What follows belongs to an exercise in optimizing a design on an open flow for small area, a short achievable clock period and few clock cycles; a production flow would make more cautious choices. The RTL was checked by simulation tests, not by an equivalence proof against the original design. Power figures rest on the tool's default switching activity, not on a simulated workload. The clock port is modelled as an ideal driver; clocking choices that lean on that would not hold on a real chip.

## run A
## sys_user_stream_top
module sys_user_stream_top
(
  input  logic     clk_i,
  input  logic     rst_n,
  input  logic     strm_en_i,
  input  strm_pkg::addr_t    dma_src_addr_i,
  input  strm_pkg::len_t     dma_len_i,
  output logic     dma_done_o,
  input  logic     dma_done_ack_i,
  output logic     dma_rd_req_o,
  output strm_pkg::addr_t    dma_rd_req_addr_o,
  output strm_pkg::req_len_t dma_rd_req_len_o,
  output strm_pkg::tag_t     dma_tag_o,
  input  logic     dma_req_ack_i,
  input  logic     dma_data_valid_i,
  input  strm_pkg::tag_t     dma_tag_i,
  input  strm_pkg::data_t    dma_data_i,
  output logic     stream_valid_o,
  input  logic     stream_ready_i,
  output strm_pkg::data_t    stream_data_o
);
  localparam int NS = 16;         
  localparam logic [NS-1:0] INJ = 16'hC101;     
  logic          act;         
  logic          pend;        
  logic [12:0]   full_left;   
  logic          fl_nz;       
  logic          fl_one;      
  logic [3:0]    tail;        
  logic          tagb;        
  logic [4:0]    len_b;       
  logic [4:0]    out;         
  logic          out0;        
  logic          out1;        
  logic [NS-1:0] th;
  logic [NS-1:0] th_n;
  logic [2:0]    tf;          
  logic [2:0]    tf_n;
  strm_pkg::data_t stg [NS];
  logic [NS-1:0] v;           
  logic [NS-1:0] full_up;     
  ...
Size in the first run: roughly 3,300 cells after synthesis, ~0.073 sq mm of cells after synthesis.
==> flow/config.mk <==
export PLATFORM = sky130hd
export DESIGN_NAME = sys_user_stream_top
export DESIGN_NICKNAME = sys_user_stream_top
export VERILOG_FILES = /design/flow/design.v
export SDC_FILE = /design/flow/constraint.sdc
export NUM_CORES = 4
export LEC_CHECK = 0
export CAP_MARGIN = 20
export CORE_MARGIN = 2
export CORE_UTILIZATION = 55
export SETUP_SLACK_MARGIN = 3.4
export SLEW_MARGIN = 20
export TNS_END_PERCENT = 5
==> flow/constraint.sdc <==
create_clock -name core_clock -period 5.5 [get_ports {clk_i}]
set_input_delay 1.1000 -clock core_clock [delete_from_list [all_inputs] [get_ports {clk_i}]]
set_output_delay 1.1000 -clock core_clock [all_outputs]
set_load 0.01 [all_outputs]
standard.sh (not shown) runs the stock make flow with config.mk's settings and CLKGATE_MAP_FILE= SYNTH_SCRIPT=/design/flow/synth_recipe.tcl, a recipe that flattens the netlist after the stock synthesis.
==> flow/flow/run.sh <==
#!/bin/bash
# Layout flow: the standard ORFS flow (standard.sh), with
#  - port buffers made of buf_2 cells instead of the slow delay-buffer cell
#    buffer_ports picks by default (every port still gets its buffer);
#  - clock tree synthesis without dummy loads and with larger sink clusters.
# Each step's full log is in orfs/logs/; make's own output goes to flow_make.log.
set -euo pipefail
export BUFFER_PORTS_ARGS="-buffer_cell sky130_fd_sc_hd__buf_2"
export CTS_ARGS="-sink_clustering_enable -repair_clock_nets -dont_use_dummy_load -sink_clustering_size 30 -sink_clustering_max_diameter 100"
bash standard.sh finish > flow_make.log 2>&1
Run A did not stop at any stage, and its layout met the timing, DRC and antenna checks.
Testbench counts of run A, summed over its fixed seeds: cycles 32,940.
## Diff of input files: run B against run A
Settings: SETUP_SLACK_MARGIN now 3.2, was 3.4; CORE_UTILIZATION now 58, was 55.
==> comparison <==
- Total routed wire length on the met1 layer (run B over run A): decrease, 1700 microns
- The total power was comparable across run A and run B.
- Compared with run A, run B shows a lower number of well taps.
- Run B has total CTS buffers below what run A had.
- The lower number of antenna violations at the first check in global routing of run A and run B is in run B.
- | final worst-path cycle share | run B vs run A | 1.5 points higher |
- Diff run A..run B | wire length of the first global-routing pass | negligible
- Measured against each other, run A and run B differ in die area, the lower figure coming from run B.
The following lists how run C was set up differently from run B:
Settings: CORE_UTILIZATION now 55, was 58.
[summary]
- Delta (run C minus run B): final wirelength went up 1500 microns; area fraction of clock buffers and clock inverters closely matched the old numbers; largest net degree at the start of global routing decreased 5; register-to-register slack moved up.
The following lists how run D was set up differently from run C:
Settings: SETUP_SLACK_MARGIN now 3.0, was 3.2.
Findings:
Run D completed end to end with timing, DRC and antenna clean.
First-iteration DRC count ends up lower on run C.
Changes observed in run D relative to run C: slew at the pin closest to its max-slew limit has increased, worst slew margin relative to its limit has decreased.
In terms of number of optimization iterations in the first detailed-route pass, run C and run D differ only marginally.
Run C -> run D: sequential power flat
What run E does differently from run D at the input level:
Settings: CORE_UTILIZATION now 50, was 55.
Notes after the runs:
Run E vs run D: detailed-route wire length per cell down by a little under 10%. Comparing via count of the first global-routing pass for run D and run E, the smaller number came from run E. In run E, portion of the clock cycle consumed by the worst path in the final layout is higher than in run D. Switching part of the total across run D and run E: no real change. [compare] base=run D new=run E: number of post-CTS setup repair buffers up 13, number of buffers other than clock buffers in the final layout down 4.5%, area added between synthesis and finish flat.

==> afterwards: timing with drivers on the ports <==
No port has a modelled driver above. Below, the same layouts with a new extraction and two added sets of constraints. Step 1 sets driving cells, clkbuf_16 on the clock port and buf_2 on the other inputs (assumed; they add their load-dependent delay and slew). Step 2 also shifts input and output timing later by t, the mid clock arrival at the registers, as if the neighbouring blocks saw the same clock. Slacks: ideal / step 1 / step 2; pairs: ideal / step 1.
| run | t (ns) | slack for setup (ns) | hold slack, ns | worst setup path after step 2 | worst register clock-pin slew, ns |
|---|---|---|---|---|---|
| run A | 0.746 | 3.026 / 2.977 / 2.310 | 0.409 / 0.409 / 0.409 | input to register | 0.12 / 0.12 |
| run B | 0.758 | 2.943 / 2.924 / 2.200 | 0.392 / 0.392 / 0.392 | input to register | 0.12 / 0.12 |
| run C | 0.746 | 3.022 / 2.973 / 2.307 | 0.407 / 0.407 / 0.407 | input to register | 0.12 / 0.12 |
| run D | 0.744 | 2.969 / 2.890 / 2.302 | 0.407 / 0.407 / 0.407 | input to register | 0.12 / 0.12 |
| run E | 0.761 | 2.915 / 2.895 / 2.209 | 0.407 / 0.407 / 0.407 | input to register | 0.12 / 0.12 |
After both steps every run listed still meets setup and hold. For run B, which loses most, drivers alone change the setup slack by -0.019 ns; drivers and shift together by -0.743 ns.
